Context: an optimization exercise on an open-source flow, tuned for small area, a short achievable clock period and few clock cycles per item. The choices shown serve that exercise and are no tape-out recipe.
The RTL was checked by simulation tests, not by an equivalence proof against the original design.
No run shown here takes its clock network from TritonCTS; it comes from the design's own scripts or RTL.
The flow treats the clock pin as an ideal source. Dropping or thinning the clock tree relies on that and would not hold on a real chip.
Power figures rest on the tool's default switching activity, not on a simulated workload.

<file path="config.mk">
export PLATFORM = sky130hd
export DESIGN_NAME = at_response_line_parser_unit
export DESIGN_NICKNAME = at_response_line_parser_unit
export VERILOG_FILES = /design/flow/design.v
export SDC_FILE = /design/flow/constraint.sdc
export NUM_CORES = 4
export LEC_CHECK = 0
export CAP_MARGIN = 20
export CORE_MARGIN = 2
export CORE_UTILIZATION = 40
export GPL_ROUTABILITY_DRIVEN = 1
export PLACE_DENSITY = 0.6
export SLEW_MARGIN = 20
export SYNTH_HIERARCHICAL = 1
export SYNTH_MINIMUM_KEEP_SIZE = 0
</file>
<file path="flow/clock_tree.tcl">
# Clock distribution: the flip-flops are split into K groups by position (k-means) and each
# group gets one clock buffer at its centre, driven straight from the clock port.
proc my_clock_tree {K cell} {
  set block [ord::get_db_block]
  set clknet [$block findNet clk]
  set pts {}
  set its [$clknet getITerms]
  foreach it $its {
    set bb [[$it getInst] getBBox]
    lappend pts [list [expr {([$bb xMin] + [$bb xMax]) / 2}] [expr {([$bb yMin] + [$bb yMax]) / 2}]]
  }
  set n [llength $pts]
  # initial centres: sorted by x+y, evenly spaced
  set order [lsort -integer -indices [lmap p $pts {expr {[lindex $p 0] + [lindex $p 1]}}]]
  set ctr {}
  for {set k 0} {$k < $K} {incr k} {
    lappend ctr [lindex $pts [lindex $order [expr {int(($k + 0.5) * $n / $K)}]]]
  }
  for {set iter 0} {$iter < 50} {incr iter} {
    set asg {}
    foreach p $pts {
      set best 0; set bd 1e30
      for {set k 0} {$k < $K} {incr k} {
        set c [lindex $ctr $k]
        set d [expr {abs([lindex $p 0] - [lindex $c 0]) + abs([lindex $p 1] - [lindex $c 1])}]
        if {$d < $bd} { set bd $d; set best $k }
      }
      lappend asg $best
    }
    set new {}
    for {set k 0} {$k < $K} {incr k} {
      set sx 0; set sy 0; set m 0
      foreach p $pts a $asg { if {$a == $k} { incr sx [lindex $p 0]; incr sy [lindex $p 1]; incr m } }
      if {$m > 0} { lappend new [list [expr {$sx / $m}] [expr {$sy / $m}]] } else { lappend new [lindex $ctr $k] }
    }
    set ctr $new
  }
  set master [[ord::get_db] findMaster $cell]
  for {set k 0} {$k < $K} {incr k} {
    set buf [odb::dbInst_create $block $master clkbuf_leaf_$k]
    set net [odb::dbNet_create $block clknet_leaf_$k]
    $net setSigType CLOCK
    [$buf findITerm A] connect $clknet
    [$buf findITerm X] connect $net
    set c [lindex $ctr $k]
    $buf setLocation [lindex $c 0] [lindex $c 1]
    $buf setPlacementStatus PLACED
    foreach it $its a $asg { if {$a == $k} { $it disconnect; $it connect $net } }
  }
}

# Replaces the CTS step: reads the placed design, adds the clock buffers, legalizes and
# writes the CTS results the later ORFS steps read.
set R $::env(RESULTS_DIR)
read_db $R/3_place.odb
read_liberty $::env(LIB_FILE)
read_sdc $R/3_place.sdc
source $::env(PLATFORM_DIR)/setRC.tcl
my_clock_tree $::env(CLK_GROUPS) $::env(CLK_CELL)
detailed_placement
set_propagated_clock [all_clocks]
estimate_parasitics -placement
set_dont_use $::env(DONT_USE_CELLS)
repair_timing -setup -setup_margin $::env(SETUP_SLACK_MARGIN) -sequence $::env(SETUP_MOVE_SEQUENCE) -skip_last_gasp
detailed_placement
check_placement -verbose
estimate_parasitics -placement
report_clock_latency
report_checks -path_delay max -group_path_count 5 -format end
write_db $R/4_1_cts.odb
write_db $R/4_cts.odb
write_sdc $R/4_cts.sdc
</file>
<file path="flow/map.abc">
strash
dch
map -D 1500
topo
stime -c
buffer -c
upsize -c
dnsize -c
</file>
<file path="design.v">
module atrlp_core (
	input  logic       clk,
	input  logic       arst_n,
	input  logic       in_valid,
	input  logic [7:0] in_data,
	output logic       in_ready,
	input  logic       ov,        
	input  logic       ordy,      
	output logic       emit,      
	output logic [1:0] r_kind,
	output logic [7:0] r_byte,
	output logic       r_ok,
	output logic       r_last,
	output logic       rej        
);
	logic        r0_v;
	logic [7:0]  r0_d;
	logic        fin;
	logic [9:0]  st_q, st_d;
	atrlp_inbuf u_inbuf (
		.clk      (clk),
		.arst_n   (arst_n),
		.in_valid (in_valid),
		.in_data  (in_data),
		.in_ready (in_ready),
		.ov       (ov),
		.ordy     (ordy),
		.fin      (fin),
		.r0_v     (r0_v),
		.r0_d     (r0_d)
	);
	atrlp_parse u_parse (
		.r0_v   (r0_v),
		.c      (r0_d),
		.st_q   (st_q),
		.st_d   (st_d),
		.fin    (fin),
		.emit   (emit),
		.r_kind (r_kind),
		.r_byte (r_byte),
		.r_ok   (r_ok),
		.rej    (rej)
	);
	assign r_last = fin;
	atrlp_streg #(.W(4)) u_state_ph (
		.clk    (clk),
		.arst_n (arst_n),
		.ov     (ov),
		.ordy   (ordy),
		.pre    (r0_v),
		.d      (st_d[9:6]),
		.q      (st_q[9:6])
	);
	atrlp_streg #(.W(6)) u_state_sub (
		.clk    (clk),
		.arst_n (arst_n),
		.ov     (ov),
		.ordy   (ordy),
		.pre    (r0_v),
		.d      (st_d[5:0]),
		.q      (st_q[5:0])
	);
endmodule
module atrlp_streg #(
	parameter int W = 1
) (
	input  logic         clk,
	input  logic         arst_n,
	input  logic         ov,
	input  logic         ordy,
	input  logic         pre,
	input  logic [W-1:0] d,
	output logic [W-1:0] q
);
	always_ff @(posedge clk or negedge arst_n) begin
		if (!arst_n)
			q <= '0;
		else if ((!ov || ordy) && pre)
			q <= d;
	end
endmodule
module atrlp_inbuf (
	input  logic       clk,
	input  logic       arst_n,
	input  logic       in_valid,
	input  logic [7:0] in_data,
	output logic       in_ready,
	input  logic       ov,
	input  logic       ordy,
	input  logic       fin,
	output logic       r0_v,
	output logic [7:0] r0_d
);
	logic       r1_v;
	logic [7:0] r1_d;
	logic       rdy_q;     
	logic       free;
	assign in_ready = rdy_q;
	assign free     = !r0_v || ((!ov || ordy) && fin);
	always_ff @(posedge clk or negedge arst_n) begin
		if (!arst_n) begin
			r0_v  <= 1'b0;
			r1_v  <= 1'b0;
			rdy_q <= 1'b1;
		end else begin
			if (free) begin
				r0_v  <= r1_v || in_valid;
				r1_v  <= 1'b0;
				rdy_q <= 1'b1;
			end else if (in_valid && !r1_v) begin
				r1_v  <= 1'b1;
				rdy_q <= 1'b0;
			end
		end
	end
	always_ff @(posedge clk) begin
		if (free)
			r0_d <= r1_v ? r1_d : in_data;
		if (!r1_v)
			r1_d <= in_data;
	end
endmodule
module atrlp_parse (
	input  logic        r0_v,
	input  logic [7:0]  c,
	input  logic [9:0]  st_q,
	output logic [9:0]  st_d,
	output logic        fin,
	output logic        emit,
	output logic [1:0]  r_kind,
	output logic [7:0]  r_byte,
	output logic        r_ok,
	output logic        rej
);
	localparam logic [7:0] CH_TAB   = 8'h09;
	localparam logic [7:0] CH_LF    = 8'h0A;
	localparam logic [7:0] CH_CR    = 8'h0D;
	localparam logic [7:0] CH_SPACE = 8'h20;
	localparam logic [7:0] CH_QUOTE = 8'h22;
	localparam logic [7:0] CH_HASH  = 8'h23;
	localparam logic [7:0] CH_EQ    = 8'h3D;
	localparam logic [7:0] CH_UA    = 8'h41;
	localparam logic [7:0] CH_UR    = 8'h52;
	localparam logic [7:0] CH_UT    = 8'h54;
	localparam logic [7:0] CH_BS    = 8'h5C;
	localparam logic [7:0] CH_LA    = 8'h61;
	localparam logic [7:0] CH_LN    = 8'h6E;
	localparam logic [7:0] CH_LR    = 8'h72;
	localparam logic [7:0] CH_LT    = 8'h74;
	localparam logic [2:0] PH_START = 3'd0;  
	localparam logic [2:0] PH_ONE_U = 3'd1;  
	localparam logic [2:0] PH_ONE_L = 3'd2;  
	localparam logic [2:0] PH_AT    = 3'd3;  
	localparam logic [2:0] PH_REQ   = 3'd4;  
	localparam logic [2:0] PH_ANS   = 3'd5;  
	localparam logic [2:0] PH_SKIP  = 3'd6;  
	localparam logic [2:0] PH_BAD   = 3'd7;  
	localparam logic [2:0] FS_H0  = 3'd0;
	localparam logic [2:0] FS_H1  = 3'd1;
	localparam logic [2:0] FS_H2  = 3'd2;
	localparam logic [2:0] FS_P1  = 3'd3;
	localparam logic [2:0] FS_P1H = 3'd4;
	localparam logic [2:0] FS_P2H = 3'd5;
	localparam logic [2:0] FS_P3  = 3'd6;
	logic [2:0] ph_q, ph_d;
	logic       q_q, q_d;      
	logic [1:0] mp_q, mp_d;    
	logic       bs_q, bs_d;    
	logic [2:0] fs_q, fs_d;    
	logic       lcr_q, lcr_d;  
	logic       l2_q, l2_d;    
	logic       hcr_q, hcr_d;  
	logic [5:0] sub_q, sub_d;  
	assign {ph_q, hcr_q, sub_q} = st_q;
	assign {bs_q, fs_q, lcr_q, l2_q} = sub_q;
	assign mp_q = sub_q[2:1];
	assign q_q  = sub_q[0];
	assign st_d = {ph_d, hcr_d, sub_d};
	always_comb begin
		if (ph_q == PH_REQ)
			sub_d = (ph_d == PH_REQ) ? {3'b000, mp_d, q_d} : 6'b000000;
		else
			sub_d = {bs_d, fs_d, lcr_d, l2_d};
	end
	logic       eol, virt, c_cr, c_bs, c_blank;
	logic [7:0] x, e, d, up;
	logic       x_bs, x_blank_out, esc, seen;
	logic       fr_emit, dfin;
	logic [7:0] fr_byte;
	logic       fr_cr, fr_lf, d_cr, d_lf, t_cr, t_lf;
	logic [2:0] fr_fs;
	assign eol     = (c == CH_LF);
	assign c_cr    = (c == CH_CR);
	assign c_bs    = (c == CH_BS);
	assign c_blank = (c == CH_SPACE || c == CH_TAB);
	assign virt    = hcr_q && !eol;           
	assign x       = virt ? CH_CR : c;
	assign x_bs    = !virt && c_bs;
	assign x_blank_out = !virt && c_blank && !q_q;
	assign seen    = (fs_q != FS_H0) || bs_q;  
	assign rej = r0_v && eol && !(ph_q == PH_START || ph_q == PH_SKIP || (ph_q == PH_ANS && seen));
	assign up = {x[7:6], x[5] & (q_q || !(x[7:5] == 3'b011 && x[4:0] >= 5'd1 && x[4:0] <= 5'd26)), x[4:0]};
	always_comb begin
		esc = 1'b1;
		case (x)
			CH_LR:    e = CH_CR;
			CH_LN:    e = CH_LF;
			CH_LT:    e = CH_TAB;
			CH_QUOTE: e = CH_QUOTE;
			CH_BS:    e = CH_BS;
			default: begin e = CH_BS; esc = 1'b0; end
		endcase
	end
	assign d    = bs_q ? e : x;
	assign d_cr = bs_q ? (x == CH_LR) : (x == CH_CR);
	assign d_lf = bs_q ? (x == CH_LN) : (x == CH_LF);
	always_comb begin
		fr_emit = 1'b1;
		fr_byte = CH_CR;
		fr_cr   = 1'b1;
		fr_lf   = 1'b0;
		dfin    = 1'b0;
		fr_fs   = fs_q;
		case (fs_q)
			FS_H0: begin
				if (d == CH_CR) begin
					fr_emit = 1'b0;
					dfin    = 1'b1;
					fr_fs   = FS_H1;
				end else begin
					fr_fs = FS_P1;
				end
			end
			FS_H1:  fr_fs = FS_P1H;
			FS_P1: begin
				fr_byte = CH_LF;
				fr_cr   = 1'b0;
				fr_lf   = 1'b1;
				fr_fs   = FS_P3;
			end
			FS_P1H: begin
				fr_byte = CH_LF;
				fr_cr   = 1'b0;
				fr_lf   = 1'b1;
				if (d == CH_LF) begin
					dfin  = 1'b1;
					fr_fs = FS_H2;
				end else begin
					fr_fs = FS_P2H;
				end
			end
			FS_P2H: fr_fs = FS_P3;
			default: begin  
				fr_byte = d;
				fr_cr   = d_cr;
				fr_lf   = d_lf;
				dfin    = 1'b1;
				fr_fs   = FS_H2;
			end
		endcase
	end
	always_comb begin
		emit   = 1'b0;
		r_kind = 2'd0;
		r_byte = x;
		r_ok   = 1'b0;
		t_cr   = 1'b0;    
		t_lf   = 1'b0;
		fin    = 1'b1;
		ph_d   = ph_q;
		q_d    = q_q;
		mp_d   = mp_q;
		bs_d   = bs_q;
		fs_d   = fs_q;
		lcr_d  = lcr_q;
		l2_d   = l2_q;
		hcr_d  = hcr_q;
		if (eol) begin
			if (ph_q == PH_START || ph_q == PH_SKIP) begin
			end else if (ph_q == PH_ANS && seen) begin
				r_kind = 2'd1;
				emit   = 1'b1;
				fin    = 1'b0;
				if (bs_q) begin
					emit   = fr_emit;
					r_byte = fr_byte;
					t_cr   = fr_cr;
					t_lf   = fr_lf;
					fs_d   = fr_fs;
					if (dfin)
						bs_d = 1'b0;
				end else if (fs_q == FS_H1) begin
					r_byte = CH_CR;
					t_cr   = 1'b1;
					fs_d   = FS_P1H;
				end else if (fs_q == FS_P1H) begin
					r_byte = CH_LF;
					t_lf   = 1'b1;
					fs_d   = FS_P2H;
				end else if (fs_q == FS_P2H) begin
					r_byte = CH_CR;
					t_cr   = 1'b1;
					fs_d   = FS_H2;
				end else if (fs_q == FS_P1) begin
					r_byte = CH_LF;
					t_lf   = 1'b1;
					fs_d   = FS_H2;
				end else if (!l2_q) begin
					r_byte = CH_CR;
					t_cr   = 1'b1;
					fs_d   = FS_P1;
				end else begin
					r_kind = 2'd2;
					r_byte = 8'h00;
					r_ok   = 1'b1;
					fin    = 1'b1;
				end
			end else begin
				emit   = 1'b1;
				r_kind = 2'd2;
				r_byte = 8'h00;
			end
		end else if (!hcr_q && c_cr) begin
			hcr_d = 1'b1;
		end else begin
			case (ph_q)
				PH_START: begin
					if (x == CH_HASH)
						ph_d = PH_SKIP;
					else if (x == CH_UA)
						ph_d = PH_ONE_U;
					else if (x == CH_LA)
						ph_d = PH_ONE_L;
					else
						ph_d = PH_BAD;
				end
				PH_ONE_U, PH_ONE_L: begin
					if ((ph_q == PH_ONE_U && x == CH_UT) || (ph_q == PH_ONE_L && x == CH_LT)) begin
						emit   = 1'b1;
						r_byte = CH_UA;
						fin    = 1'b0;
						ph_d   = PH_AT;
					end else begin
						ph_d = PH_BAD;
					end
				end
				PH_AT: begin
					emit   = 1'b1;
					r_byte = CH_UT;
					ph_d   = PH_REQ;
				end
				PH_REQ: begin
					if (mp_q == 2'd2 && x == CH_EQ) begin
						ph_d = PH_ANS;
					end else if (mp_q == 2'd1 && x == CH_LR) begin
						mp_d = 2'd2;
					end else if (mp_q == 2'd2) begin
						emit   = 1'b1;
						r_byte = CH_BS;
						fin    = 1'b0;
						mp_d   = 2'd3;
					end else if (mp_q != 2'd0) begin
						emit   = 1'b1;
						r_byte = (mp_q == 2'd1) ? CH_BS : (q_q ? CH_LR : CH_UR);
						mp_d   = x_bs ? 2'd1 : 2'd0;
						fin    = x_bs || x_blank_out;
					end else if (x_bs) begin
						mp_d = 2'd1;
					end else if (x_blank_out) begin
					end else begin
						emit   = 1'b1;
						r_byte = up;
						if (x == CH_QUOTE)
							q_d = !q_q;
					end
				end
				PH_ANS: begin
					r_kind = 2'd1;
					if (!bs_q && x_bs) begin
						bs_d = 1'b1;
					end else begin
						emit   = fr_emit;
						r_byte = fr_byte;
						t_cr   = fr_cr;
						t_lf   = fr_lf;
						fs_d   = fr_fs;
						fin    = dfin && !(bs_q && !esc);
						if (dfin)
							bs_d = 1'b0;
					end
				end
				default: ;  
			endcase
			if (virt && fin && !c_cr) begin
				hcr_d = 1'b0;
				if (ph_d == PH_REQ && (c_bs || (c_blank && !q_d))) begin
					if (c_bs)
						mp_d = 2'd1;
				end else if (ph_d == PH_ANS && c_bs) begin
					bs_d = 1'b1;
				end else begin
					fin = 1'b0;
				end
			end
		end
		if (emit && r_kind == 2'd1) begin
			lcr_d = t_cr;
			l2_d  = lcr_q && t_lf;
		end
		if (eol && fin) begin
			ph_d  = PH_START;
			q_d   = 1'b0;
			mp_d  = 2'd0;
			bs_d  = 1'b0;
			fs_d  = FS_H0;
			lcr_d = 1'b0;
			l2_d  = 1'b0;
			hcr_d = 1'b0;
		end
		emit = emit && r0_v;
	end
endmodule
module atrlp_outq (
	input  logic        clk,
	input  logic        arst_n,
	input  logic        emit,      
	input  logic [1:0]  r_kind,
	input  logic [7:0]  r_byte,
	input  logic        r_ok,
	input  logic        r_last,
	input  logic        rej,       
	output logic        out_valid,
	input  logic        out_ready,
	output logic [1:0]  out_kind,
	output logic [7:0]  out_byte,
	output logic        out_line_ok,
	output logic [15:0] out_bad_line_count,
	output logic        out_last
);
	logic        valid_q;
	logic [1:0]  kind_q;
	logic        ok_q;
	logic [15:0] cnt_q, cnt_d;
	assign out_valid          = valid_q;
	assign out_kind           = kind_q;
	assign out_line_ok        = ok_q;
	assign out_bad_line_count = cnt_q;
	always_ff @(posedge clk or negedge arst_n) begin
		if (!arst_n)
			valid_q <= 1'b0;
		else if (!valid_q || out_ready)
			valid_q <= emit;
	end
	atrlp_oreg u_oreg (
		.clk    (clk),
		.ov     (valid_q),
		.ordy   (out_ready),
		.d      ({r_kind, r_ok, r_byte, r_last}),
		.q      ({kind_q, ok_q, out_byte, out_last})
	);
	logic [16:0] ones;    
	logic        rs;      
	logic        take;
	assign ones[0] = 1'b1;
	assign rs      = rej && !(&cnt_q);
	assign take    = !valid_q || out_ready;
	always_ff @(posedge clk or negedge arst_n) begin
		if (!arst_n)
			cnt_q <= '0;
		else
			cnt_q <= cnt_d;
	end
	for (genvar i = 0; i < 16; i++) begin : g_bit
		atrlp_cntbit u_bit (
			.take  (take),
			.rs    (rs),
			.ones  (ones[i]),
			.q     (cnt_q[i]),
			.d     (cnt_d[i]),
			.ones1 (ones[i + 1])
		);
	end
endmodule
module atrlp_oreg (
	input  logic        clk,
	input  logic        ov,
	input  logic        ordy,
	input  logic [11:0] d,
	output logic [11:0] q
);
	always_ff @(posedge clk) begin
		if (!ov || ordy)
			q <= d;
	end
endmodule
module atrlp_cntbit (
	input  logic take,
	input  logic rs,
	input  logic ones,
	input  logic q,
	output logic d,
	output logic ones1
);
	assign d     = q ^ (take && rs && ones);
	assign ones1 = ones && q;
endmodule
module at_response_line_parser_unit (
	input  logic         clk,
	input  logic         arst_n,
	input  logic         in_valid,
	input  logic [7:0]   in_data,
	output logic         in_ready,
	output logic         out_valid,
	input  logic         out_ready,
	output logic [1:0]   out_kind,
	output logic [7:0]   out_byte,
	output logic         out_line_ok,
	output logic [15:0]  out_bad_line_count,
	output logic         out_last
);
	logic       emit;
	logic [1:0] r_kind;
	logic [7:0] r_byte;
	logic       r_ok;
	logic       r_last;
	logic       rej;
	atrlp_core u_core (
		.clk      (clk),
		.arst_n   (arst_n),
		.in_valid (in_valid),
		.in_data  (in_data),
		.in_ready (in_ready),
		.ov       (out_valid),
		.ordy     (out_ready),
		.emit     (emit),
		.r_kind   (r_kind),
		.r_byte   (r_byte),
		.r_ok     (r_ok),
		.r_last   (r_last),
		.rej      (rej)
	);
	atrlp_outq u_outq (
		.clk                (clk),
		.arst_n             (arst_n),
		.emit               (emit),
		.r_kind             (r_kind),
		.r_byte             (r_byte),
		.r_ok               (r_ok),
		.r_last             (r_last),
		.rej                (rej),
		.out_valid          (out_valid),
		.out_ready          (out_ready),
		.out_kind           (out_kind),
		.out_byte           (out_byte),
		.out_line_ok        (out_line_ok),
		.out_bad_line_count (out_bad_line_count),
		.out_last           (out_last)
	);
endmodule
</file>
<file path="flow/run.sh">
#!/bin/bash
# The standard layout with these changes:
#  - synthesis maps logic with ABC's delay-targeted 'map' (flow/map.abc);
#  - the ports get plain sky130_fd_sc_hd__buf_1 buffers;
#  - the clock tree is one level: the flip-flops are split into 4 groups by position and
#    each group gets a clkbuf_16 driven from the clock port (flow/clock_tree.tcl), in
#    place of ORFS's CTS step;
#  - timing repair after placement and after global routing only resizes gates, and aims
#    at 10.5 ns of setup slack at the design's 14 ns clock (ORFS's own repair aims at
#    0 ns, which every path meets with room to spare).
set -euo pipefail
work=$PWD
# Synthesis: the standard flow's script, with the logic mapped by flow/map.abc (delay-targeted 'map')
# instead of ORFS's abc_speed script.
cat > "$work/my_synth.tcl" <<EOT
proc abc {args} {
  set i [lsearch \$args -script]
  if {\$i >= 0} { lset args [expr {\$i + 1}] $work/flow/map.abc }
  yosys abc {*}\$args
}
source $work/synth_recipe.tcl
EOT
sed "s#SYNTH_SCRIPT=[^ ]*#SYNTH_SCRIPT=$work/my_synth.tcl#" standard.sh > my_standard.sh
export BUFFER_PORTS_ARGS="-buffer_cell sky130_fd_sc_hd__buf_1"
bash my_standard.sh place > flow_place.log 2>&1
export SETUP_SLACK_MARGIN=10.5
export SETUP_MOVE_SEQUENCE=sizeup,swap
RESULTS_DIR=$work/orfs/results/sky130hd/at_response_line_parser_unit/base \
LIB_FILE=$FLOW_HOME/platforms/sky130hd/lib/sky130_fd_sc_hd__tt_025C_1v80.lib \
PLATFORM_DIR=$FLOW_HOME/platforms/sky130hd \
DONT_USE_CELLS="$(make -s -C $FLOW_HOME DESIGN_CONFIG=$work/config.mk WORK_HOME=$work/orfs print-DONT_USE_CELLS | sed 's/^DONT_USE_CELLS: //')" \
CLK_GROUPS=4 CLK_CELL=sky130_fd_sc_hd__clkbuf_16 \
  openroad -no_init -exit flow/clock_tree.tcl > flow_clock_tree.log 2>&1
bash my_standard.sh finish > flow_finish.log 2>&1
</file>
<file path="constraint.sdc">
create_clock -name core_clock -period 14.0 [get_ports {clk}]
set_input_delay 2.8000 -clock core_clock [delete_from_list [all_inputs] [get_ports {clk}]]
set_output_delay 2.8000 -clock core_clock [all_outputs]
set_load 0.01 [all_outputs]
</file>
<file path="standard.sh">
#!/bin/bash
# synth_recipe.tcl (not shown) runs the flow's synth.tcl, then flattens the netlist and writes it again
# the make line also repeats each setting of config.mk as NAME=value (left out here)
make -C /OpenROAD-flow-scripts/flow DESIGN_CONFIG=/design/flow/config.mk WORK_HOME=/design/flow/orfs CLKGATE_MAP_FILE= SYNTH_SCRIPT=/design/flow/synth_recipe.tcl "${@:-finish}"
</file>
==> results of run 1 <==
[path summary, 6_finish.rpt]
| check | startpoint | to | slack, ns | cells past startpoint |
|---|---|---|---|---|
| worst max register to register | u_outq.cnt_q[0]$_DFF_PN0_ | u_outq.cnt_q[15]$_DFF_PN0_ | 10.60 | 17 |
| worst min register to register | u_core.u_inbuf.r1_d[4]$_DFF_P_ | u_core.u_inbuf.r1_d[4]$_DFF_P_ | 0.44 | 2 |
| max in group asynchronous | arst_n | u_outq.valid_q$_DFFE_PN0P_ | 10.79 | 1 |
| worst max-delay path | u_outq.valid_q$_DFFE_PN0P_ | out_valid | 10.39 | 1 |
| min in group asynchronous | arst_n | u_core.u_state_sub.q[5]$_DFFE_PN0P_ | 2.69 | 1 |
| worst min-delay path | u_core.u_inbuf.r1_d[4]$_DFF_P_ | u_core.u_inbuf.r1_d[4]$_DFF_P_ | 0.44 | 2 |
[flip-flops by register name (all words and copies together) (netlist names)]
| name | flops |
|---|---|
| u_core.u_state_sub.q | 6 |
| u_core.u_inbuf.r0_v | 1 |
| u_core.u_inbuf.r1_d | 8 |
| u_core.u_inbuf.rdy_q | 1 |
| u_outq.u_oreg.q | 12 |
| u_core.u_state_ph.q | 4 |
| u_outq.cnt_q | 16 |
| u_outq.valid_q | 1 |
| u_core.u_inbuf.r0_d | 8 |
| u_core.u_inbuf.r1_v | 1 |
[power by group through the flow]
stage	registers, mW	logic [mW]	clock network [mW]
finish	0.311	0.553	0.0909
global route	0.319	0.608	0.100
detailed placement	0.311	0.500	0
global placement	0.311	0.500	0
floorplan	0.296	0.386	0
[area by class of cell]
| class | instances | area share (%) |
|---|---|---|
| sequential | 58 | 32.26 |
| multi-input combinational | 397 | 51.61 |
| buffer | 4 | 2.133 |
| timing repair buffer | 43 | 4.665 |
| inverter | 70 | 5.705 |
| tap | 136 | 3.626 |
[per-layer routing]
layer / global-route usage [%] / part of all wire [%] / vias to the layer above
met5: 0 / 0 / -
met4: 6.203 / 2.7 / 0
met3: 2.659 / 7.8 / 25
met2: 33.23 / 46 / 200
met1: 29.40 / 44 / 1872
li1: - / - / 1913
[through the flow]
step | worst slack, ns | util, % | area [µm²]
3_3_place_gp | 10.04 | 43.23 | 4403
3_5_place_dp | 10.01 | 43.23 | 4403
5_1_grt | 10.35 | 46.08 | 4693
6_report | 10.39 | 46.08 | 4693
2_1_floorplan | 10.49 | - | 4125
==> summary.txt, run 1 <==
Final layout
  • Ratio of cells with drive above 1 in the final layout: 20.98%
  • Register cell area after layout: 1514 µm²
  • Diode insertion count for antenna repair: 0
  • Non-filler cells, final: 708
  • Signed area change from the synthesized netlist to the final layout: 13.87%
  • Most frequent cells in the layout: 75 x nand2_1, 60 x inv_1, 59 x nor2_1, 40 x nand3_1, 28 x dfrtp_1
  • Net count reported at finish: 586
  • Combined area of the multi-input logic cells: 2422 µm²
  • Fillcell total: 1054
  • Leading cell type in the layout, fill and taps excluded: nand2_1

Worst setup path
  • Crit path max-delay cell type: dfrtp_2
  • Sort of element at the start of the critical path: register
  • Buffers and inverters on the worst path: 1
  • CP Capture Type: output pin
  • Cells traversed along the worst timing path: buf_6
  • Required arrival time at the worst endpoint: 11.20 ns
  • Worst path arrival time: 0.81 ns
  • Crit-path leading delay family: flip-flops
  • Crit Path Category: register to output pin
  • Slowest Stage Delay on Critical Path: 0.50 ns
  • CP Max Fanout: 6

Detailed routing
  • Post-detailed-route DRC marker count: 0
  • First-iteration detailed-routing DRC count: 286
  • Final routed wire length divided by cell count: 16.40 µm
  • Avg Vias per Cell: 5.664
  • Routed via count: 4010
  • Total wirelength of the detailed-routed design: 11610 µm
  • Remaining antenna violation count: 0
  • First-pass detailed-route iteration total: 5

STA
  • Number of max-slew violations in the final report: 0
  • Pin slew with the least headroom to its limit: 0.7370 ns
  • Period Utilization, post-route: 25.77%
  • Setup-violating endpoint count in the final report: 0
  • Setup repair after global routing missed its margin: yes
  • Tightest hold margin: 0.4442 ns
  • Final critical delay including setup and external delays: 3.608 ns
  • Highest attainable clock frequency: 277.1 MHz
  • Fin. Hold Viols: 0
  • Setup TNS after final layout: 0 ns
  • Worst-case headroom to the max-slew limit: 50.87%
  • Worst Skew: 0.03036 ns

Floorplanning
  • Die area: 11130 µm²
  • Chip Height: 105.5 µm
  • Core area: 10180 µm²
  • Width of the die: 105.5 µm
  • Top Ports: 42
  • Effective utilization at floorplan: 40.47%
  • Site row count: 37

Power and ir drop
  • Switching Share: 48.88%
  • Power per unit of standard cell area: 203.5 nW/µm²
  • Part of the total power dissipated in the clock network: 9.5%
  • Max IR drop VDD: 0.1237 mV
  • Internal power consumption: 0.4883 mW
  • Combinational power share: 57.9%
  • Power Total: 0.9553 mW
  • Lkg Pwr: 2.075 nW
  • Share of total power in sequential cells: 32.6%
  • Reported net switching power: 0.4670 mW

Global route
  • Vias in the first global route: 3842
  • Total grt overflow: 0
  • Global-route total usage across every layer: 20.77%
  • First-pass GRT wire length: 19160 µm
  • Antenna violations before repair: 0
  • Pin count of the biggest net entering global routing: 31

Worst hold path
  • Class of the worst hold path: register to register

Placed design
  • Global placement routability congestion: 0.9849
  • Port buffer count: 41
  • Post-detail-place hpwl: 8837 µm
  • Cell count after placement: 704

Clock tree
  • Register clock-pin slew on the reported worst setup and hold paths: 0.09 ns
  • Source-to-sink clock delay at the later pin of the worst-skew pair: 0.15 ns

Synth
  • Yosys warning total: 12
  • Cell Area, Synth: 4121 µm²
  • Synthesized area divided by synthesized cell count: 7.704 µm²
  • Gate Count Post-Synth: 535

Flow run
  • Max-cap violation count: 0

Run status
  • Result of the run: timing/DRC/antenna clean
Testbench counts, summed over its fixed seeds: cycles 71,637, bytes 57,729.
==> run 2, diff against run 1 <==
==> flow/map.abc (replaced) <==
strash
dch
map -D 1200
topo
stime -c
buffer -c
upsize -c
dnsize -c
--- a/config.mk
+++ b/config.mk
@@ -7,9 +7,9 @@
 export LEC_CHECK = 0
 export CAP_MARGIN = 20
 export CORE_MARGIN = 2
-export CORE_UTILIZATION = 40
+export CORE_UTILIZATION = 65
 export GPL_ROUTABILITY_DRIVEN = 1
-export PLACE_DENSITY = 0.6
+export PLACE_DENSITY = 0.8
 export SLEW_MARGIN = 20
 export SYNTH_HIERARCHICAL = 1
 export SYNTH_MINIMUM_KEEP_SIZE = 0
==> run 2 against run 1 <==
Wire length is 2.7% higher. First-iteration DRC count grew 140%. Synthesized cell count is 0.37% higher. Area after synthesis about the same. Via count grew 7.4%. Clock skew is 0.0048 ns lower. Die area decreased by 37%. Hold slack better by 0.014 ns.
==> summary.txt, run 2 <==
Floorplanning
  • Core area: 6026 µm²
  • Chip Height: 83.59 µm
  • Site row count: 28
  • Effective utilization at floorplan: 68.33%
  • Width of the die: 83.59 µm
  • Top Ports: 42
  • Die area: 6987 µm²

Synth
  • Gate Count Post-Synth: 537
  • Yosys warning total: 12
  • Cell Area, Synth: 4118 µm²
  • Synthesized area divided by synthesized cell count: 7.668 µm²

Final layout
  • Non-filler cells, final: 650
  • Ratio of cells with drive above 1 in the final layout: 17.39%
  • Biggest regs: u_outq.cnt_q (16), u_outq.u_oreg.q (12)
  • Register ranked first by flip-flop count: u_outq.cnt_q
  • Fillcell total: 458
  • Signed area change from the synthesized netlist to the final layout: 10.82%
  • Most frequent cells in the layout: 87 x nand2_1, 69 x nor2_1, 49 x inv_1, 45 x nand3_1
  • Net count reported at finish: 589
  • Leading cell type in the layout, fill and taps excluded: nand2_1
  • Diode insertion count for antenna repair: 0
  • Largest register FFs: 16
  • Final core occ: 75.73%
  • Finished layout cell area: 4563 µm²

Detailed routing
  • Routed via count: 4308
  • First-iteration detailed-routing DRC count: 694
  • Remaining antenna violation count: 0
  • Total wirelength of the detailed-routed design: 11920 µm
  • Avg Vias per Cell: 6.628
  • First-pass detailed-route iteration total: 6
  • Post-detailed-route DRC marker count: 0
  • Final routed wire length divided by cell count: 18.34 µm

Worst setup path
  • Worst R2R End: u_outq.cnt_q[15]$_DFF_PN0_
  • Crit-path leading delay family: flip-flops
  • Crit path max-delay cell type: dfstp_2
  • Cells traversed along the worst timing path: buf_6
  • Worst path arrival time: 0.80 ns
  • Slowest Stage Delay on Critical Path: 0.55 ns
  • Sort of element at the start of the critical path: register
  • CP Max Fanout: 2
  • Crit Path Category: register to output pin
  • CP Capture Type: output pin
  • Required arrival time at the worst endpoint: 11.20 ns
  • Buffers and inverters on the worst path: 1
  • Register-to-register path setup slack: 10.42 ns
  • Start of the worst register-to-register path: u_outq.cnt_q[0]$_DFF_PN0_
  • Depth of the worst register-to-register path: 17

Worst hold path
  • Min-Delay Endpoint: u_core.u_inbuf.r1_d[0]$_DFF_P_
  • Worst Hold Path Cells: 2
  • Class of the worst hold path: register to register
  • Start point of the worst hold path: u_core.u_inbuf.r1_d[0]$_DFF_P_

Power and ir drop
  • Max IR drop VDD: 0.1425 mV
  • Power per unit of standard cell area: 208.5 nW/µm²
  • Power Total: 0.9516 mW
  • Lkg Pwr: 2.004 nW

Placed design
  • Global placement routability congestion: 1.065
  • Port buffer count: 41
  • Setup Slack @ Placement: 10.00 ns
  • Placement Cell Area: 4314 µm²
  • Cell count after placement: 646
  • Post-detail-place hpwl: 8827 µm

STA
  • Worst Skew: 0.02561 ns
  • Setup repair after global routing missed its margin: yes
  • Pin slew with the least headroom to its limit: 0.7499 ns
  • Highest attainable clock frequency: 278.0 MHz
  • Fin. Hold Viols: 0
  • Number of max-slew violations in the final report: 0
  • Setup-violating endpoint count in the final report: 0
  • Tightest hold margin: 0.4584 ns
  • Setup TNS after final layout: 0 ns
  • Period Utilization, post-route: 25.69%
  • Final critical delay including setup and external delays: 3.597 ns
  • Minimum setup slack in the final design: 10.40 ns
  • Worst-case headroom to the max-slew limit: 49.82%

Global route
  • Vias in the first global route: 3922
  • Antenna violations before repair: 0
  • Total grt overflow: 0
  • Pin count of the biggest net entering global routing: 31
  • First-pass GRT wire length: 19150 µm
  • Global-route total usage across every layer: 32.82%

Run status
  • Result of the run: timing/DRC/antenna clean

Flow run
  • Max-cap violation count: 0

Clock tree
  • Source-to-sink clock delay at the later pin of the worst-skew pair: 0.14 ns
  • Register clock-pin slew on the reported worst setup and hold paths: 0.08 ns
==> run 2: worst max path at each step <==
stage                                     start                         end  cells past startpoint
2_1_floorplan                         out_ready  u_outq.cnt_q[14]$_DFF_PN0_                      4
3_3_place_gp                          out_ready   u_outq.cnt_q[6]$_DFF_PN0_                      5
3_5_place_dp                          out_ready  u_outq.cnt_q[10]$_DFF_PN0_                      5
5_1_grt               u_outq.cnt_q[0]$_DFF_PN0_  u_outq.cnt_q[15]$_DFF_PN0_                     17
6_report       u_core.u_inbuf.rdy_q$_DFFE_PN1P_                    in_ready                      1
==> run 2: layout make-up <==
| cell class | count | area (µm²) | area share (%) |
|---|---|---|---|
| sequential | 58 | 1520 | 33.32 |
| inverter | 58 | 222.7 | 4.881 |
| tap | 75 | 93.84 | 2.056 |
| multi-input combinational | 412 | 2379 | 52.12 |
| timing repair buffer | 43 | 247.7 | 5.429 |
| buffer | 4 | 100.1 | 2.194 |
==> run 2: power by group <==
group          total, mW  internal, mW  switching [mW]
clock             0.0918        0.0512          0.0406
sequential         0.314         0.252          0.0626
combinational      0.545         0.188           0.357
==> run 2: worst register-to-register path, delay by kind of cell, from the launching register on <==
family                    cells  cell delay (ns)
xor gates and xnor gates      1             0.12
DFF                           1             0.45
and+or+nand+nor              16             2.95
==> run 2: layer usage <==
| metal | global-route usage (%) | part of all wire, % | vias to the layer above |
|---|---|---|---|
| met3 | 3.462 | 11 | 64 |
| met4 | 12.46 | 5.1 | 0 |
| met1 | 44.41 | 38 | 1948 |
| li1 | - | - | 1962 |
| met2 | 54.47 | 46 | 334 |
| met5 | 0 | 0 | - |
==> run 3, diff against run 2 <==
--- a/config.mk
+++ b/config.mk
@@ -7,9 +7,9 @@
 export LEC_CHECK = 0
 export CAP_MARGIN = 20
 export CORE_MARGIN = 2
-export CORE_UTILIZATION = 65
+export CORE_UTILIZATION = 40
 export GPL_ROUTABILITY_DRIVEN = 1
-export PLACE_DENSITY = 0.8
+export PLACE_DENSITY = 0.6
 export SLEW_MARGIN = 20
 export SYNTH_HIERARCHICAL = 1
 export SYNTH_MINIMUM_KEEP_SIZE = 0
==> run 3 against run 2 <==
Register-to-register slack gained 0.23 ns. Sequential cell count is the same. Wire length grew 1.7%. First-iteration DRC count shrank 56%. Power shrank 0.21%. Die area grew 59%. Critical path depth is the same. Global-route usage shrank 11 points. Combinational power shrank 0.9%. Worst setup slack gained 0.011 ns. Hold slack lost 0.0042 ns. Synthesized cell count is the same.
==> summary.txt, run 3 <==
STA
  • Setup TNS after final layout: 0 ns
  • Worst-case headroom to the max-slew limit: 47.97%
  • Fin. Hold Viols: 0
  • Worst Skew: 0.03039 ns
  • Setup-violating endpoint count in the final report: 0
  • Number of max-slew violations in the final report: 0
  • Period Utilization, post-route: 25.61%
  • Pin slew with the least headroom to its limit: 0.7804 ns
  • Highest attainable clock frequency: 278.9 MHz
  • Tightest hold margin: 0.4541 ns
  • Setup repair after global routing missed its margin: yes
  • Final critical delay including setup and external delays: 3.586 ns

Global route
  • Global routing's busiest layer: met2
  • Antenna violations before repair: 0
  • Global routing met1 resource utilization: 31.49%
  • Global-route total usage across every layer: 21.59%
  • Total grt overflow: 0
  • Vias in the first global route: 3788
  • First-pass GRT wire length: 19890 µm
  • Pin count of the biggest net entering global routing: 31
  • Met3 global-route usage: 2.350%
  • GR Util met2: 34.42%

Floorplanning
  • Effective utilization at floorplan: 40.61%
  • Site row count: 37
  • Chip Height: 105.5 µm
  • Core area: 10140 µm²
  • Die area: 11120 µm²
  • Width of the die: 105.5 µm
  • Top Ports: 42

Synth
  • Yosys warning total: 12
  • Cell Area, Synth: 4118 µm²
  • Gate Count Post-Synth: 537
  • Synthesized area divided by synthesized cell count: 7.668 µm²

Detailed routing
  • First-pass detailed-route iteration total: 5
  • Routed via count: 4083
  • First-iteration detailed-routing DRC count: 306
  • Total wirelength of the detailed-routed design: 12130 µm
  • Avg Vias per Cell: 5.743
  • Remaining antenna violation count: 0
  • Final routed wire length divided by cell count: 17.06 µm
  • Post-detailed-route DRC marker count: 0

Worst setup path
  • Cells traversed along the worst timing path: buf_6
  • Start of the worst register-to-register path: u_outq.cnt_q[0]$_DFF_PN0_
  • Buffers and inverters on the worst path: 1
  • Depth of the worst register-to-register path: 17
  • Crit Path Category: register to output pin
  • Register-to-register path setup slack: 10.65 ns
  • Worst R2R End: u_outq.cnt_q[15]$_DFF_PN0_
  • Crit path max-delay cell type: dfstp_2
  • Sort of element at the start of the critical path: register
  • Worst path arrival time: 0.79 ns
  • CP Max Fanout: 2
  • Crit-path leading delay family: flip-flops
  • Required arrival time at the worst endpoint: 11.20 ns
  • Slowest Stage Delay on Critical Path: 0.54 ns
  • CP Capture Type: output pin

Placed design
  • Cell count after placement: 707
  • Port buffer count: 41
  • Post-detail-place hpwl: 9255 µm
  • Global placement routability congestion: 0.9724

Flow run
  • Max-cap violation count: 0

Final layout
  • Leading cell type in the layout, fill and taps excluded: nand2_1
  • Most frequent cells in the layout: 87 x nand2_1, 69 x nor2_1, 50 x inv_1, 45 x nand3_1, 28 x dfrtp_1
  • Signed area change from the synthesized netlist to the final layout: 11.43%
  • Non-filler cells, final: 711
  • Diode insertion count for antenna repair: 0
  • Largest register FFs: 16
  • Ratio of cells with drive above 1 in the final layout: 16.35%
  • Net count reported at finish: 589
  • Biggest regs: u_outq.cnt_q (16), u_outq.u_oreg.q (12)
  • Final core occ: 45.25%
  • Register ranked first by flip-flop count: u_outq.cnt_q

Worst hold path
  • Start point of the worst hold path: u_core.u_inbuf.r1_d[0]$_DFF_P_
  • Class of the worst hold path: register to register
  • Worst Hold Path Cells: 2
  • Min-Delay Endpoint: u_core.u_inbuf.r1_d[0]$_DFF_P_

Power and ir drop
  • Lkg Pwr: 1.988 nW
  • Power per unit of standard cell area: 207.0 nW/µm²
  • Max IR drop VDD: 0.1123 mV

Run status
  • Result of the run: timing/DRC/antenna clean

Clock tree
  • Source-to-sink clock delay at the later pin of the worst-skew pair: 0.15 ns
  • Register clock-pin slew on the reported worst setup and hold paths: 0.08 ns
-- run 3: cell count changes in the layout (fill, tap and decap cells not counted), sizes merged --
cell / delta
buf: -4
clkbuf: +4
-- run 3: per-layer routing --
| metal | vias up | wire length, µm |
|---|---|---|
| met4 | 0 | 283 |
| met5 | - | 0 |
| met3 | 21 | 1039 |
| met2 | 215 | 5494 |
| li1 | 1957 | - |
| met1 | 1890 | 5312 |
-- run 3: worst max path at each step --
stage                                startpoint                    endpoint  cells after the start
3_3_place_gp                          out_ready   u_outq.cnt_q[7]$_DFF_PN0_                      5
3_5_place_dp                          out_ready   u_outq.cnt_q[6]$_DFF_PN0_                      5
5_1_grt              u_outq.valid_q$_DFFE_PN0P_                   out_valid                      1
6_report       u_core.u_inbuf.rdy_q$_DFFE_PN1P_                    in_ready                      1
2_1_floorplan                         out_ready  u_outq.cnt_q[14]$_DFF_PN0_                      4
-- run 3: area by class of cell --
| class | count | area (µm²) |
|---|---|---|
| buffer | 4 | 100.1 |
| fill | 1050 | 5550 |
| timing repair buffer | 43 | 216.5 |
| inverter | 58 | 222.7 |
| multi-input combinational | 412 | 2365 |
| sequential | 58 | 1514 |
| tap | 136 | 170.2 |
-- run 3: report_power, final --
part / internal (mW) / switching, mW
registers: 0.252 / 0.0653
logic: 0.186 / 0.354
clock network: 0.0512 / 0.0417
-- run 3: through the flow --
stage	setup WS, ns	power (mW)	cell area [µm²]
2_1_floorplan	10.49	0.6914	4121
3_3_place_gp	10.08	0.8258	4390
3_5_place_dp	10.03	0.8247	4390
5_1_grt	10.39	1.024	4588
6_report	10.41	0.9497	4588
-- run 3: tightest hold or removal path: stages (launching register included) --
cell and delay [ns]:
dfxtp_1 0.31, nand2_1 0.05, nand2_1 0.07
==> run 4, diff against run 3 <==
--- a/flow/run.sh
+++ b/flow/run.sh
@@ -6,7 +6,7 @@
 #    each group gets a clkbuf_16 driven from the clock port (flow/clock_tree.tcl), in
 #    place of ORFS's CTS step;
 #  - timing repair after placement and after global routing only resizes gates, and aims
-#    at 10.5 ns of setup slack at the design's 14 ns clock (ORFS's own repair aims at
+#    at 10.7 ns of setup slack at the design's 14 ns clock (ORFS's own repair aims at
 #    0 ns, which every path meets with room to spare).
 set -euo pipefail
 work=$PWD
@@ -23,7 +23,7 @@
 sed "s#SYNTH_SCRIPT=[^ ]*#SYNTH_SCRIPT=$work/my_synth.tcl#" standard.sh > my_standard.sh
 export BUFFER_PORTS_ARGS="-buffer_cell sky130_fd_sc_hd__buf_1"
 bash my_standard.sh place > flow_place.log 2>&1
-export SETUP_SLACK_MARGIN=10.5
+export SETUP_SLACK_MARGIN=10.7
 export SETUP_MOVE_SEQUENCE=sizeup,swap
 RESULTS_DIR=$work/orfs/results/sky130hd/at_response_line_parser_unit/base \
 LIB_FILE=$FLOW_HOME/platforms/sky130hd/lib/sky130_fd_sc_hd__tt_025C_1v80.lib \
==> run 4 against run 3 <==
Still clean. Sequential share of layout area is 0.49 points lower. Clock power barely moved. Sequential cell count unchanged. Register-to-register slack worse by 0.02 ns. Critical path type unchanged. Critical endpoint unchanged. Largest cell class unchanged.
==> summary.txt, run 4 <==
Power and ir drop
  • Max IR drop VDD: 0.1132 mV
  • Power per unit of standard cell area: 208.2 nW/µm²
  • Lkg Pwr: 2.038 nW
  • Power Total: 0.9697 mW

Worst setup path
  • Buffers and inverters on the worst path: 1
  • Sort of element at the start of the critical path: register
  • Crit path max-delay cell type: dfstp_2
  • CP Depth: 1
  • Start of the worst register-to-register path: u_outq.cnt_q[0]$_DFF_PN0_
  • Worst R2R End: u_outq.cnt_q[15]$_DFF_PN0_
  • Worst path arrival time: 0.79 ns
  • CP Capture Type: output pin
  • Crit Path Category: register to output pin
  • Required arrival time at the worst endpoint: 11.20 ns
  • Register-to-register path setup slack: 10.63 ns
  • CP Max Fanout: 2
  • Cells traversed along the worst timing path: buf_6
  • Depth of the worst register-to-register path: 17
  • Slowest Stage Delay on Critical Path: 0.54 ns
  • Start point of the critical path: u_core.u_inbuf.rdy_q$_DFFE_PN1P_
  • Crit-path leading delay family: flip-flops
  • Destination of the critical timing path: in_ready

STA
  • Fin. Hold Viols: 0
  • Final critical delay including setup and external delays: 3.586 ns
  • Worst-case headroom to the max-slew limit: 52.94%
  • Period Utilization, post-route: 25.61%
  • Pin slew with the least headroom to its limit: 0.7033 ns
  • Setup repair after global routing missed its margin: yes
  • Worst Skew: 0.02937 ns
  • Highest attainable clock frequency: 278.9 MHz
  • Number of max-slew violations in the final report: 0
  • Setup TNS after final layout: 0 ns
  • Setup-violating endpoint count in the final report: 0

Synth
  • Yosys warning total: 12
  • Synthesized area divided by synthesized cell count: 7.668 µm²
  • Cell Area, Synth: 4118 µm²
  • Gate Count Post-Synth: 537

Placed design
  • Port buffer count: 41
  • Post-detail-place hpwl: 9255 µm
  • Global placement routability congestion: 0.9724

Global route
  • Antenna violations before repair: 0
  • Vias in the first global route: 3810
  • Pin count of the biggest net entering global routing: 31
  • First-pass GRT wire length: 20000 µm
  • Global routing met1 resource utilization: 31.61%
  • GR Util met2: 34.65%
  • Global-route total usage across every layer: 21.69%
  • Total grt overflow: 0
  • Global routing's busiest layer: met2
  • Met3 global-route usage: 2.350%

Detailed routing
  • Avg Vias per Cell: 5.826
  • Post-detailed-route DRC marker count: 0
  • Remaining antenna violation count: 0
  • Routed via count: 4142
  • First-iteration detailed-routing DRC count: 277
  • Total wirelength of the detailed-routed design: 12210 µm
  • First-pass detailed-route iteration total: 5
  • Final routed wire length divided by cell count: 17.17 µm

Worst hold path
  • Class of the worst hold path: register to register
  • Start point of the worst hold path: u_core.u_inbuf.r1_d[0]$_DFF_P_

Clock tree
  • Register clock-pin slew on the reported worst setup and hold paths: 0.08 ns
  • Source-to-sink clock delay at the later pin of the worst-skew pair: 0.15 ns

Final layout
  • Leading cell type in the layout, fill and taps excluded: nand2_1
  • Signed area change from the synthesized netlist to the final layout: 13.10%
  • Biggest regs: u_outq.cnt_q (16), u_outq.u_oreg.q (12)
  • Ratio of cells with drive above 1 in the final layout: 18.61%
  • Net count reported at finish: 589
  • Diode insertion count for antenna repair: 0
  • Largest register FFs: 16
  • Register ranked first by flip-flop count: u_outq.cnt_q
  • Most frequent cells in the layout: 87 x nand2_1, 67 x nor2_1, 49 x inv_1, 45 x nand3_1, 28 x dfrtp_1

Floorplanning
  • Width of the die: 105.5 µm
  • Chip Height: 105.5 µm
  • Die area: 11120 µm²
  • Site row count: 37
  • Core area: 10140 µm²
  • Top Ports: 42
  • Effective utilization at floorplan: 40.61%

Flow run
  • Max-cap violation count: 0

Run status
  • Result of the run: timing/DRC/antenna clean
-- run 4: layout make-up --
class,count,area (µm²)
Inverter,58,227.7
Fill cell,1044,5482
Sequential cell,58,1514
Tap cell,136,170.2
Multi-Input combinational cell,412,2409
Timing Repair Buffer,43,236.5
Buffer,4,100.1
-- run 4: how the worst min path moves through the flow --
stage	endpoint	slack, ns	cells past startpoint
finish	u_core.u_inbuf.r1_d[0]$_DFF_P_	0.45	2
global route	u_core.u_inbuf.r1_d[7]$_DFF_P_	0.48	2
detailed placement	u_core.u_inbuf.r1_d[0]$_DFF_P_	0.44	2
global placement	u_core.u_inbuf.r1_d[4]$_DFF_P_	0.43	2
floorplan	u_core.u_inbuf.r1_d[4]$_DFF_P_	0.41	2
-- run 4: stage by stage --
step | util, % | setup WS (ns) | hold WS [ns] | area, µm² | cells
2_1_floorplan | - | 10.49 | 0.4143 | 4121 | 538
5_1_grt | 45.93 | 10.39 | 0.4768 | 4657 | 711
3_5_place_dp | 43.30 | 10.03 | 0.4395 | 4390 | 707
3_3_place_gp | 43.30 | 10.08 | 0.4321 | 4390 | 707
6_report | 45.93 | 10.41 | 0.4541 | 4657 | 711
-- run 4: metal layers --
layer / wire [µm] / vias up
li1: - / 1959
met1: 5220 / 1930
met2: 5539 / 231
met3: 1178 / 22
met4: 268 / 0
met5: 0 / -
-- run 4: power breakdown --
part,switching (mW),internal [mW]
combinational,0.360,0.197
sequential,0.0676,0.252
clock,0.0417,0.0512
==> run 5, diff against run 4 <==
--- a/design.v
+++ b/design.v
@@ -150,7 +150,6 @@
 	localparam logic [2:0] PH_START = 3'd0;  
 	localparam logic [2:0] PH_ONE_U = 3'd1;  
 	localparam logic [2:0] PH_ONE_L = 3'd2;  
-	localparam logic [2:0] PH_AT    = 3'd3;  
 	localparam logic [2:0] PH_REQ   = 3'd4;  
 	localparam logic [2:0] PH_ANS   = 3'd5;  
 	localparam logic [2:0] PH_SKIP  = 3'd6;  
@@ -339,16 +338,11 @@
 						emit   = 1'b1;
 						r_byte = CH_UA;
 						fin    = 1'b0;
-						ph_d   = PH_AT;
+						ph_d   = PH_REQ;
 					end else begin
 						ph_d = PH_BAD;
 					end
 				end
-				PH_AT: begin
-					emit   = 1'b1;
-					r_byte = CH_UT;
-					ph_d   = PH_REQ;
-				end
 				PH_REQ: begin
 					if (mp_q == 2'd2 && x == CH_EQ) begin
 						ph_d = PH_ANS;
--- a/flow/run.sh
+++ b/flow/run.sh
@@ -6,7 +6,7 @@
 #    each group gets a clkbuf_16 driven from the clock port (flow/clock_tree.tcl), in
 #    place of ORFS's CTS step;
 #  - timing repair after placement and after global routing only resizes gates, and aims
-#    at 10.7 ns of setup slack at the design's 14 ns clock (ORFS's own repair aims at
+#    at 10.5 ns of setup slack at the design's 14 ns clock (ORFS's own repair aims at
 #    0 ns, which every path meets with room to spare).
 set -euo pipefail
 work=$PWD
@@ -23,7 +23,7 @@
 sed "s#SYNTH_SCRIPT=[^ ]*#SYNTH_SCRIPT=$work/my_synth.tcl#" standard.sh > my_standard.sh
 export BUFFER_PORTS_ARGS="-buffer_cell sky130_fd_sc_hd__buf_1"
 bash my_standard.sh place > flow_place.log 2>&1
-export SETUP_SLACK_MARGIN=10.7
+export SETUP_SLACK_MARGIN=10.5
 export SETUP_MOVE_SEQUENCE=sizeup,swap
 RESULTS_DIR=$work/orfs/results/sky130hd/at_response_line_parser_unit/base \
 LIB_FILE=$FLOW_HOME/platforms/sky130hd/lib/sky130_fd_sc_hd__tt_025C_1v80.lib \
==> run 5 against run 4 <==
Still clean. Critical path depth did not move. Sequential power barely moved. Die area fell by 0.64%. Utilization barely moved. First-iteration DRC count rose by 7.6%. Synthesized cell count fell by 0.56%. Largest cell class unchanged.
==> summary.txt, run 5 <==
Floorplanning
  • Site row count: 36
  • Die area: 11050 µm²
  • Chip Height: 105.1 µm
  • Width of the die: 105.1 µm
  • Top Ports: 42
  • Core area: 9864 µm²
  • Effective utilization at floorplan: 41.46%

STA
  • Period Utilization, post-route: 25.59%
  • Final critical delay including setup and external delays: 3.582 ns
  • Worst-case headroom to the max-slew limit: 50.18%
  • Setup TNS after final layout: 0 ns
  • Highest attainable clock frequency: 279.2 MHz
  • Fin. Hold Viols: 0
  • Setup-violating endpoint count in the final report: 0
  • Pin slew with the least headroom to its limit: 0.7464 ns
  • Worst Skew: 0.02095 ns
  • Number of max-slew violations in the final report: 0
  • Setup repair after global routing missed its margin: yes
  • Tightest hold margin: 0.4497 ns

Power and ir drop
  • Lkg Pwr: 1.995 nW
  • Power per unit of standard cell area: 207.8 nW/µm²
  • Max IR drop VDD: 0.1010 mV

Detailed routing
  • Avg Vias per Cell: 5.607
  • Total wirelength of the detailed-routed design: 11230 µm
  • First-pass detailed-route iteration total: 5
  • Remaining antenna violation count: 0
  • Final routed wire length divided by cell count: 16.04 µm
  • Routed via count: 3925
  • First-iteration detailed-routing DRC count: 298
  • Post-detailed-route DRC marker count: 0

Placed design
  • Post-detail-place hpwl: 8541 µm
  • Port buffer count: 41
  • Global placement routability congestion: 0.9593

Worst hold path
  • Min-Delay Endpoint: u_core.u_inbuf.r1_d[3]$_DFF_P_
  • Worst Hold Path Cells: 2
  • Class of the worst hold path: register to register
  • Start point of the worst hold path: u_core.u_inbuf.r1_d[3]$_DFF_P_

Worst setup path
  • Cells traversed along the worst timing path: buf_6
  • CP Capture Type: output pin
  • Buffers and inverters on the worst path: 1
  • Start of the worst register-to-register path: u_outq.cnt_q[0]$_DFF_PN0_
  • Depth of the worst register-to-register path: 17
  • CP Max Fanout: 6
  • Required arrival time at the worst endpoint: 11.20 ns
  • Worst R2R End: u_outq.cnt_q[15]$_DFF_PN0_
  • Worst path arrival time: 0.78 ns
  • Slowest Stage Delay on Critical Path: 0.49 ns
  • Register-to-register path setup slack: 10.56 ns
  • Crit Path Category: register to output pin
  • Crit-path leading delay family: flip-flops
  • Crit path max-delay cell type: dfrtp_2
  • Sort of element at the start of the critical path: register

Final layout
  • Largest register FFs: 16
  • Register ranked first by flip-flop count: u_outq.cnt_q
  • Net count reported at finish: 581
  • Ratio of cells with drive above 1 in the final layout: 17.81%
  • Leading cell type in the layout, fill and taps excluded: nand2_1
  • Biggest regs: u_outq.cnt_q (16), u_outq.u_oreg.q (12)
  • Diode insertion count for antenna repair: 0
  • Signed area change from the synthesized netlist to the final layout: 10.80%
  • Most frequent cells in the layout: 102 x nand2_1, 58 x nand3_1, 49 x nor2_1, 41 x inv_1, 28 x dfrtp_1

Run status
  • Result of the run: timing/DRC/antenna clean

Flow run
  • Max-cap violation count: 0

Synth
  • Gate Count Post-Synth: 534
  • Yosys warning total: 12
  • Synthesized area divided by synthesized cell count: 7.659 µm²
  • Cell Area, Synth: 4090 µm²

Global route
  • Pin count of the biggest net entering global routing: 31
  • Total grt overflow: 0
  • Vias in the first global route: 3748
  • Antenna violations before repair: 0
  • First-pass GRT wire length: 19170 µm
  • Global-route total usage across every layer: 20.69%

Clock tree
  • Register clock-pin slew on the reported worst setup and hold paths: 0.07 ns
  • Source-to-sink clock delay at the later pin of the worst-skew pair: 0.14 ns
run 5: how the worst max path moves through the flow:
stage | end | cells past startpoint | slack (ns) | startpoint
finish | out_valid | 1 | 10.42 | u_outq.valid_q$_DFFE_PN0P_
global route | out_valid | 1 | 10.39 | u_outq.valid_q$_DFFE_PN0P_
detailed placement | u_outq.cnt_q[15]$_DFF_PN0_ | 5 | 10.01 | out_ready
floorplan | u_outq.cnt_q[14]$_DFF_PN0_ | 4 | 10.49 | out_ready
global placement | u_outq.cnt_q[8]$_DFF_PN0_ | 5 | 10.04 | out_ready
run 5: layout make-up:
type,instances,area (µm²)
multi-input combinational,408,2331
inverter,55,211.5
tap,133,166.4
fill,1022,5333
timing repair buffer,42,209.0
sequential,58,1514
buffer,4,100.1
run 5: per-stage QoR:
stage | cell area [µm²] | utilization [%] | power, mW | instances | setup WS (ns)
final | 4532 | 45.94 | 0.9419 | 700 | 10.42
after global routing | 4532 | 45.94 | 1.022 | 700 | 10.39
after detailed placement | 4345 | 44.05 | 0.8256 | 696 | 10.01
after global placement | 4345 | 44.05 | 0.8235 | 696 | 10.04
after floorplan | 4094 | - | 0.7004 | 535 | 10.49
run 5: power breakdown:
part / total, mW / switching (mW) / internal [mW] / leakage, nW
Sequential: 0.320 / 0.0723 / 0.248 / 0.671
Clock: 0.0917 / 0.0405 / 0.0512 / 0.0493
Combinational: 0.530 / 0.352 / 0.178 / 1.28
Total: 0.942 / 0.464 / 0.478 / 2.00
run 5: metal layers:
metal	global-route usage [%]	vias up	share of wire, %
met3	1.622	29	6.1
met2	33.30	164	45
li1	-	1916	-
met1	30.06	1816	46
met4	5.143	0	2.6
met5	0	-	0
Testbench counts of run 5, summed over its fixed seeds: cycles 71,637, bytes 57,729.
==> run 6, diff against run 5 <==
--- a/flow/run.sh
+++ b/flow/run.sh
@@ -1,6 +1,7 @@
 #!/bin/bash
 # The standard layout with these changes:
-#  - synthesis maps logic with ABC's delay-targeted 'map' (flow/map.abc);
+#  - synthesis restructures the logic with ABC's &deepsyn and maps it with ABC's
+#    delay-targeted 'map' (flow/map.abc);
 #  - the ports get plain sky130_fd_sc_hd__buf_1 buffers;
 #  - the clock tree is one level: the flip-flops are split into 4 groups by position and
 #    each group gets a clkbuf_16 driven from the clock port (flow/clock_tree.tcl), in
==> flow/map.abc (replaced) <==
strash
&get -n
&deepsyn -I 2 -J 50
&put
dch
map -D 1200
topo
stime -c
buffer -c
upsize -c
dnsize -c
==> run 6 against run 5 <==
Still clean on timing, DRC and antenna. Sequential power shrank 8.1%. Combinational power fell by 47%. Critical path depth unchanged. Power decreased by 29%. Area after synthesis shrank 18%. Global-route usage is 2.2 points lower. Via count shrank 27%. Worst setup slack improved by 0.0010 ns. Critical endpoint unchanged.
==> summary.txt, run 6 <==
STA
  • Setup-violating endpoint count in the final report: 0
  • Number of max-slew violations in the final report: 0
  • Final critical delay including setup and external delays: 3.581 ns
  • Pin slew with the least headroom to its limit: 0.6862 ns
  • Setup TNS after final layout: 0 ns
  • Period Utilization, post-route: 25.58%
  • Worst-case headroom to the max-slew limit: 54.25%
  • Highest attainable clock frequency: 279.2 MHz
  • Worst Skew: 0.01915 ns
  • Setup repair after global routing missed its margin: yes
  • Fin. Hold Viols: 0
  • Tightest hold margin: 0.4442 ns

Worst setup path
  • Crit-path leading delay family: flip-flops
  • Sort of element at the start of the critical path: register
  • Required arrival time at the worst endpoint: 11.20 ns
  • Worst R2R End: u_outq.cnt_q[15]$_DFF_PN0_
  • CP Capture Type: output pin
  • Depth of the worst register-to-register path: 17
  • Start of the worst register-to-register path: u_outq.cnt_q[0]$_DFF_PN0_
  • Register-to-register path setup slack: 10.53 ns
  • Slowest Stage Delay on Critical Path: 0.49 ns
  • Crit Path Category: register to output pin
  • Worst path arrival time: 0.78 ns
  • Crit path max-delay cell type: dfrtp_2
  • Buffers and inverters on the worst path: 1
  • CP Max Fanout: 6
  • Cells traversed along the worst timing path: buf_6

Synth
  • Yosys warning total: 12
  • Synthesized area divided by synthesized cell count: 8.870 µm²
  • Gate Count Post-Synth: 380
  • Cell Area, Synth: 3371 µm²

Detailed routing
  • Total wirelength of the detailed-routed design: 8207 µm
  • First-pass detailed-route iteration total: 5
  • Remaining antenna violation count: 0
  • Final routed wire length divided by cell count: 15.57 µm
  • Routed via count: 2881
  • Post-detailed-route DRC marker count: 0
  • First-iteration detailed-routing DRC count: 276
  • Avg Vias per Cell: 5.467

Floorplanning
  • Core area: 8175 µm²
  • Die area: 9177 µm²
  • Width of the die: 95.80 µm
  • Site row count: 33
  • Effective utilization at floorplan: 41.23%
  • Chip Height: 95.80 µm
  • Top Ports: 42

Global route
  • Global routing met1 resource utilization: 26.27%
  • Global routing's busiest layer: met2
  • Global-route total usage across every layer: 18.48%
  • Met3 global-route usage: 1.410%
  • Vias in the first global route: 2831
  • Pin count of the biggest net entering global routing: 31
  • Total grt overflow: 0
  • GR Util met2: 30.13%
  • Antenna violations before repair: 0
  • First-pass GRT wire length: 13820 µm

Final layout
  • Non-filler cells, final: 527
  • Ratio of cells with drive above 1 in the final layout: 21.56%
  • Largest register FFs: 16
  • Signed area change from the synthesized netlist to the final layout: 13.77%
  • Most frequent cells in the layout: 63 x nand2_1, 35 x nand3_1, 32 x inv_1, 30 x nor2_1, 28 x dfrtp_1
  • Leading cell type in the layout, fill and taps excluded: nand2_1
  • Diode insertion count for antenna repair: 0
  • Net count reported at finish: 436
  • Final core occ: 46.91%
  • Biggest regs: u_outq.cnt_q (16), u_outq.u_oreg.q (12)
  • Register ranked first by flip-flop count: u_outq.cnt_q
  • Finished layout cell area: 3835 µm²

Power and ir drop
  • Lkg Pwr: 1.664 nW
  • Max IR drop VDD: 0.08002 mV
  • Power per unit of standard cell area: 174.1 nW/µm²

Clock tree
  • Register clock-pin slew on the reported worst setup and hold paths: 0.08 ns
  • Source-to-sink clock delay at the later pin of the worst-skew pair: 0.14 ns

Worst hold path
  • Min-Delay Endpoint: u_core.u_inbuf.r1_d[4]$_DFF_P_
  • Worst Hold Path Cells: 2
  • Class of the worst hold path: register to register
  • Start point of the worst hold path: u_core.u_inbuf.r1_d[4]$_DFF_P_

Run status
  • Result of the run: timing/DRC/antenna clean

Placed design
  • Global placement routability congestion: 0.9494
  • Cell count after placement: 523
  • Port buffer count: 41
  • Placement Cell Area: 3630 µm²
  • Post-detail-place hpwl: 6277 µm

Flow run
  • Max-cap violation count: 0
## run 6: cell types whose count changed in the layout (fill, tap and decap cells not counted), moves of 3 or more
cell and delta:
a21oi_1 -7, o21ai_1 -10, nand4_1 -5, mux2_2 -3
mux2_4 +3, a31oi_1 +3, nand2_1 -39, nor3_1 -7
inv_2 -9, nor2_1 -19, nand3_1 -23, o21ai_0 -6
nor3_2 -4, inv_1 -9
## run 6: metal layers
layer | share of wire [%] | routed length, µm | vias to the layer above
met4 | 3.1 | 252 | 0
met1 | 47 | 3818 | 1342
li1 | - | - | 1395
met3 | 5.9 | 482 | 21
met5 | 0 | 0 | -
met2 | 45 | 3654 | 123
## run 6: per-stage QoR
step                      power [mW]  worst slack, ns
after floorplan               0.4826            10.49
after global placement        0.5574            10.10
final                         0.6678            10.42
after detailed placement      0.5573            10.05
after global routing          0.7159            10.39
## run 6: worst max-delay path by stage
stage,startpoint,end,slack [ns],depth (start not counted)
2_1_floorplan,out_ready,u_outq.cnt_q[0]$_DFF_PN0_,10.49,4
3_3_place_gp,out_ready,u_outq.cnt_q[15]$_DFF_PN0_,10.10,5
3_5_place_dp,out_ready,u_outq.cnt_q[14]$_DFF_PN0_,10.05,5
5_1_grt,u_outq.valid_q$_DFFE_PN0P_,out_valid,10.39,1
6_report,u_outq.valid_q$_DFFE_PN0P_,out_valid,10.42,1
## run 6: area by class of cell
class                           instances  area (µm²)
Fill cell                             820        4340
Multi-Input combinational cell        281        1737
Sequential cell                        58        1514
Timing Repair Buffer                   42       209.0
Inverter                               37       143.9
Tap cell                              105       131.4
Buffer                                  4       100.1
## run 6: power breakdown
part / switching [mW] / internal (mW) / total, mW
registers: 0.0548 / 0.239 / 0.294
clock network: 0.0410 / 0.0512 / 0.0922
logic: 0.177 / 0.104 / 0.282

re-timing with driven ports:
The results above use ideal ports. As a check the final layouts listed here were re-extracted and re-timed, cells and wires unchanged. Step 1 (the two cells are an assumption about what drives the block):
set clk [get_ports {clk}]
set_driving_cell -lib_cell sky130_fd_sc_hd__clkbuf_16 $clk
set_driving_cell -lib_cell sky130_fd_sc_hd__buf_2 [delete_from_list [all_inputs] $clk]
Step 2 adds t to the input delays and takes it off the output delays; t is the mean of the earliest and latest rising clock arrival at the registers after step 1. Input paths then give back, and output paths get back, about the clock's delay inside the block. a / b / c = ideal / step 1 / step 2; a / b = the first two.
run | t, ns | setup slack, ns | hold slack, ns | worst data-port slew with drivers (ns) | cell pins on the clock port's net
run 1 | 0.219 | 10.392 / 10.309 / 10.279 | 0.444 / 0.444 / 0.444 | 0.05 | 4
run 2 | 0.215 | 10.403 / 10.320 / 10.245 | 0.458 / 0.458 / 0.458 | 0.05 | 4
run 3 | 0.219 | 10.414 / 10.326 / 10.292 | 0.454 / 0.454 / 0.454 | 0.05 | 4
run 4 | 0.220 | 10.414 / 10.326 / 10.284 | 0.454 / 0.454 / 0.454 | 0.06 | 4
run 5 | 0.214 | 10.418 / 10.333 / 10.266 | 0.450 / 0.450 / 0.450 | 0.06 | 4
run 6 | 0.211 | 10.419 / 10.341 / 10.286 | 0.444 / 0.444 / 0.444 | 0.06 | 4
After both steps every run listed still meets setup and hold. The setup slack of run 2, which loses most, moves by -0.083 ns with the drivers and by -0.158 ns with both steps.
